This is an optimization exercise on Yosys and OpenROAD, whose aim is small area, a short achievable clock period and few clock cycles, not a production implementation.
Function was checked by simulation only, so behaviour that the tests miss may differ from the original.
Power is estimated from default activity; no workload was simulated.

== lane 5 ==
## disc_reveal_bitmap
module disc_reveal_bitmap (
  input  logic                                clk,
  input  logic                                rst_n,
  input  logic                                in_valid,
  output logic                                in_ready,
  input  logic [1:0]                          in_cmd,
  input  logic signed [23:0]                  in_world_x,
  input  logic signed [23:0]                  in_world_y,
  input  logic [3:0]                          in_radius,
  input  logic signed [7:0]                   in_cell_x,
  input  logic signed [7:0]                   in_cell_y,
  output logic                                out_valid,
  input  logic                                out_ready,
  output logic                                out_revealed_bit,
  output logic                                out_in_bounds,
  output logic signed [17:0]                  out_center_x,
  output logic signed [17:0]                  out_center_y,
  input  logic                                cfg_we,
  input  logic [2:0]                          cfg_idx,
  input  logic [23:0]                         cfg_wdata
);
  localparam int NP = 4;    
  localparam int NH = 2;    
  localparam int NQ = 4;    
  localparam logic [1:0] CMD_DISC = 2'd0;
  logic [6:0]         grid_cols_r;
  logic [6:0]         grid_rows_r;
  logic signed [23:0] origin_x_r;
  logic signed [23:0] origin_y_r;
  logic [15:0]        cell_size_r;
  always_ff @(posedge clk) begin
    if (!rst_n) begin
      grid_cols_r <= 7'd64;
      grid_rows_r <= 7'd64;
      origin_x_r  <= '0;
      origin_y_r  <= '0;
      cell_size_r <= 16'd8192;
    end else if (cfg_we) begin
      case (cfg_idx)
        3'd0: grid_cols_r <= cfg_wdata[6:0];
        3'd1: grid_rows_r <= cfg_wdata[6:0];
  ...
Size in the first run: roughly 26,000 cells after synthesis, about 140 I/O pins, roughly 300,000 sq um of cells after synthesis.
export LEC_CHECK = 0
export CAP_MARGIN = 30
export CELL_PAD_IN_SITES_DETAIL_PLACEMENT = 1
export CELL_PAD_IN_SITES_GLOBAL_PLACEMENT = 1
export CORE_MARGIN = 2
export CORE_UTILIZATION = 25
export PLACE_DENSITY = 0.35
export SLEW_MARGIN = 40
export SYNTH_HIERARCHICAL = 1
export SYNTH_MEMORY_MAX_BITS = 8192
create_clock -name core_clock -period 10.0 [get_ports {clk}]
standard.sh (not shown) runs the stock make flow with config.mk's settings and CLKGATE_MAP_FILE= SYNTH_SCRIPT=/design/flow/synth_recipe.tcl, a recipe that flattens the netlist after the stock synthesis.
==> flow/flow/run.sh <==
#!/bin/bash
set -euo pipefail
RES=orfs/results/${FLOW_PLATFORM}/disc_reveal_bitmap/base
bash standard.sh SETUP_SLACK_MARGIN=6.6 synth floorplan > std_synth_floorplan.log 2>&1
openroad -python -no_init -exit flow/place_map.py "$RES/2_floorplan.odb" 26 4 2 2 9 1 > place_map.log 2>&1
bash standard.sh SETUP_SLACK_MARGIN=6.6 finish > std_place_to_finish.log 2>&1
Other scripts of this flow, unchanged in this note and not shown: flow/flow/place_map.py
Testbench counts of lane 5, summed over its fixed seeds: cycles 3,621.
diff inputs: lane 5 => lane 4
diff --git a/flow/design.v b/flow/design.v
--- a/flow/design.v
+++ b/flow/design.v
@@ -333,39 +333,31 @@
     case (sel)
       2'd0:    align = {neg, 1'b0, a[21:6], a[5:0], 14'd0};    
       2'd1:    align = {neg, 1'b0, a[23:8], a[7:0], 12'd0};    
       default: align = {neg, ovf, 12'd0, a[23:20], a[19:0]};   
     endcase
   endfunction
   logic [23:0] m3;
   logic [23:0] m4;
   logic [23:0] ax;
   logic [23:0] ay;
-  logic        bx3;
-  logic        by3;
-  logic        bx4;
-  logic        by4;
   logic [1:0]  sel;
   always_comb begin
     for (int k = 0; k < 24; k++) begin
       m3[k] = (big3_at <= 5'(k));
       m4[k] = (big4_at <= 5'(k));
     end
     ax = i[48:25] ^ {24{i[49]}};
     ay = i[23:0] ^ {24{i[24]}};
-    bx3 = i[49] ? |(~i[48:25] & m3) : |(i[48:25] & m3);
-    by3 = i[24] ? |(~i[23:0] & m3)  : |(i[23:0] & m3);
-    bx4 = i[49] ? |(~i[48:25] & m4) : |(i[48:25] & m4);
-    by4 = i[24] ? |(~i[23:0] & m4)  : |(i[23:0] & m4);
-    if (!bx3 && !by3)      sel = 2'd0;
-    else if (!bx4 && !by4) sel = 2'd1;
-    else                   sel = 2'd2;
+    if (!(|(ax & m3)) && !(|(ay & m3)))      sel = 2'd0;
+    else if (!(|(ax & m4)) && !(|(ay & m4))) sel = 2'd1;
+    else                                      sel = 2'd2;
     if (i[55:54] == 2'd0) begin
       o = {i[55:50], (sel == 2'd0) ? 4'd3 : (sel == 2'd1) ? 4'd4 : 4'd10,
            align(i[49], ax, sel, d), align(i[24], ay, sel, d)};
     end else begin
       o = {i[55:50], 4'd0, 30'd0, i[32:25], 30'd0, i[7:0]};
     end
   end
 endmodule
 module drb_post (
   input  logic [1:0]  cmd,
@@ -817,44 +809,39 @@
     end
   end
   always_ff @(posedge clk) begin
     b1_rows <= rd_rows;
     b1_hit  <= rd_hit;
   end
   drb_rdrow u_rdrow (.rows(b1_rows), .hit(b1_hit), .en(b1_rd_v), .y(b1_rd_y), .bit_(rd_bit));
   logic [37:0] oq [NQ];
   logic [37:0] res_new;
   logic        out_vld_r;
-  logic [1:0]  oq_h;        
-  logic [1:0]  oq_t;        
-  logic [37:0] out_r;
   assign res_new = {rd_bit, b1_res};
   assign out_pop = out_vld_r && out_ready;
   always_ff @(posedge clk) begin
     logic [2:0] nxt_cnt;
     if (!rst_n) begin
       out_cnt   <= '0;
       out_vld_r <= 1'b0;
-      oq_h      <= '0;
-      oq_t      <= '0;
     end else begin
       nxt_cnt   = out_cnt + 3'(b1_res_v) - 3'(out_pop);
       out_cnt   <= nxt_cnt;
       out_vld_r <= (nxt_cnt != 3'd0);
-      oq_h      <= oq_h + 2'(out_pop);
-      oq_t      <= oq_t + 2'(b1_res_v);
     end
   end
   always_ff @(posedge clk) begin
-    logic [1:0] h;
     for (int i = 0; i < NQ; i++) begin
-      if (b1_res_v && oq_t == 2'(i)) oq[i] <= res_new;
+      if (out_pop) begin
+        if (b1_res_v && out_cnt == 3'(i + 1)) oq[i] <= res_new;
+        else if (i < NQ - 1)                   oq[i] <= oq[i + 1];
+      end else if (b1_res_v && out_cnt == 3'(i)) begin
+        oq[i] <= res_new;
+      end
     end
-    h = oq_h + 2'(out_pop);
-    out_r <= (b1_res_v && oq_t == h) ? res_new : oq[h];
   end
   assign out_valid        = out_vld_r;
-  assign out_revealed_bit = out_r[37];
-  assign out_in_bounds    = out_r[36];
-  assign out_center_x     = out_r[35:18];
-  assign out_center_y     = out_r[17:0];
+  assign out_revealed_bit = oq[0][37];
+  assign out_in_bounds    = oq[0][36];
+  assign out_center_x     = oq[0][35:18];
+  assign out_center_y     = oq[0][17:0];
 endmodule
--- outcome ---
Of lane 4 and lane 5, it is lane 4 that has the higher number of instances in the placed design. On lane 4: final worst setup slack is 0.074 ns lower than what lane 5 gave. Diff lane 5 -> lane 4: met2 usage in global routing stayed essentially flat; power rose 0.80%. Lane 5 → lane 4: layout net count higher; clock share of power roughly the same. Lane 4: logic depth of the worst path, buffers included 2 below lane 5. On post-synthesis instance area, lane 5 and lane 4 are basically level.
Testbench counts of lane 4, summed over its fixed seeds: cycles 3,621.

Setup of run 1:
disc_reveal_bitmap, a different RTL version from the one above (not shown whole).
For scale: roughly 30000 cells after synthesis, ~140 I/O pins.
==> module drb_post, before the edit <==
module drb_post (
  input  logic [1:0]  cmd,
  input  logic [3:0]  rad,
  input  logic [21:0] x,       
  input  logic [21:0] y,
  input  logic [6:0]  cols,
  input  logic [6:0]  rows,
  output logic [46:0] e
);
  function automatic logic [17:0] centre(input logic [21:0] a);
    logic [19:0] q;
    q = a[19:0];
    if (!a[21]) begin
      if (a[20] || (q[19:17] != '0) || (q[16] && q[15:0] != '0)) centre = 18'd65536;
      else                                                         centre = {1'b0, q[16:0]};
    end else begin
      if (a[20] || q[19:16] != '0) centre = 18'h30000;
      else                         centre = ~{2'b00, q[15:0]};
    end
  endfunction
  function automatic logic on_axis(input logic [17:0] v, input logic [6:0] lim);
    on_axis = (v[17:6] == '0) && ({1'b0, v[5:0]} < lim);
  endfunction
  logic [3:0]  n;
  logic [17:0] vx;
  logic [17:0] vy;
  logic        disc;
  drb_rect_cnt u_cnt (.r(rad), .n(n));
  always_comb begin
    disc = (cmd == 2'd0);
    vx   = disc ? centre(x) : {{10{x[7]}}, x[7:0]};
    vy   = disc ? centre(y) : {{10{y[7]}}, y[7:0]};
    e    = {cmd == 2'd2, disc, disc ? rad : 4'd0,
            disc ? n : (cmd == 2'd1) ? 4'd1 : 4'd0,
            (cmd != 2'd3) && on_axis(vx, cols) && on_axis(vy, rows), vx, vy};
  end
endmodule
==> flow/config.mk <==
export PLATFORM = sky130hd
export DESIGN_NAME = disc_reveal_bitmap
export DESIGN_NICKNAME = disc_reveal_bitmap
export VERILOG_FILES = /design/flow/design.v
export SDC_FILE = /design/flow/constraint.sdc
export NUM_CORES = 8
export LEC_CHECK = 0
export CAP_MARGIN = 30
export CELL_PAD_IN_SITES_DETAIL_PLACEMENT = 1
export CELL_PAD_IN_SITES_GLOBAL_PLACEMENT = 1
export CORE_MARGIN = 2
export CORE_UTILIZATION = 25
export PLACE_DENSITY = 0.35
export SLEW_MARGIN = 40
export SYNTH_HIERARCHICAL = 1
export SYNTH_MEMORY_MAX_BITS = 8192
==> flow/constraint.sdc <==
create_clock -name core_clock -period 10.0 [get_ports {clk}]
set_input_delay 2.0000 -clock core_clock [delete_from_list [all_inputs] [get_ports {clk}]]
set_output_delay 2.0000 -clock core_clock [all_outputs]
set_load 0.01 [all_outputs]
Scripts as last shown in full above: flow/flow/run.sh
Other scripts of this flow, unchanged in this note and not shown: flow/flow/place_map.py
Testbench counts of run 1, summed over its fixed seeds: cycles 3,621.
The inputs of run 2 differ from those of run 1 as listed below.
diff --git a/flow/design.v b/flow/design.v
--- a/flow/design.v
+++ b/flow/design.v
@@ -365,8 +365,8 @@
       else                         centre = ~{2'b00, q[15:0]};
     end
   endfunction
-  function automatic logic on_axis(input logic [17:0] v, input logic [6:0] lim);
-    on_axis = (v[17:6] == '0) && ({1'b0, v[5:0]} < lim);
+  function automatic logic on_axis(input logic [21:0] a, input logic [6:0] lim);
+    on_axis = (a[21:6] == '0) && ({1'b0, a[5:0]} < lim);
   endfunction
   logic [3:0]  n;
   logic [17:0] vx;
@@ -379,7 +379,7 @@
     vy   = disc ? centre(y) : {{10{y[7]}}, y[7:0]};
     e    = {cmd == 2'd2, disc, disc ? rad : 4'd0,
             disc ? n : (cmd == 2'd1) ? 4'd1 : 4'd0,
-            (cmd != 2'd3) && on_axis(vx, cols) && on_axis(vy, rows), vx, vy};
+            (cmd != 2'd3) && on_axis(x, cols) && on_axis(y, rows), vx, vy};
   end
 endmodule
 module drb_issue (
Results
| worst setup slack before clock tree synthesis | higher: run 2 |. From run 1 to run 2 the numbers moved as follows: met2 routing resource usage after global routing essentially unchanged; total net switching power went down about 0.3%; proportion of cell area spent on the clock network roughly the same; leakage power shrank by about 0.6%; worst path setup slack after routing higher. Compared run 1 against run 2; average footprint of a synthesized cell within noise. Run comparison: run 2 category of the most critical setup path in2reg; run 1 category of the most critical setup path reg2reg.
Testbench counts of run 2, summed over its fixed seeds: cycles 3,621.

-- separate check: timing with driven ports --
How much do the figures lean on ideal ports? The routed layouts below were timed once more, with nothing changed but the port constraints. Step 1, drivers: a clkbuf_16 drives clk and a buf_2 each remaining input, both assumed. Step 2, shift: input delay + t, output delay - t, t = (earliest + latest rising clock arrival at the registers) / 2. This alone moves slack from input paths to output paths. Three values: ideal ports, drivers, drivers and shift; two values: the first two.
run	shift t [ns]	setup WS [ns]	worst setup path at the end	worst register clock-pin slew, ns	cell pins on the clock port's net
lane 5	1.302	6.315 / 6.275 / 5.441	input to register	0.07 / 0.07	1
lane 4	1.325	6.241 / 6.162 / 5.382	input to register	0.07 / 0.07	1
run 1	1.327	6.024 / 6.024 / 5.162	input to register	0.07 / 0.07	1
run 2	1.312	6.331 / 6.210 / 5.113	input to register	0.07 / 0.07	1
After both steps every run listed still meets setup and hold. For run 2, which loses most, drivers alone change the setup slack by -0.121 ns; drivers and shift together by -1.218 ns.
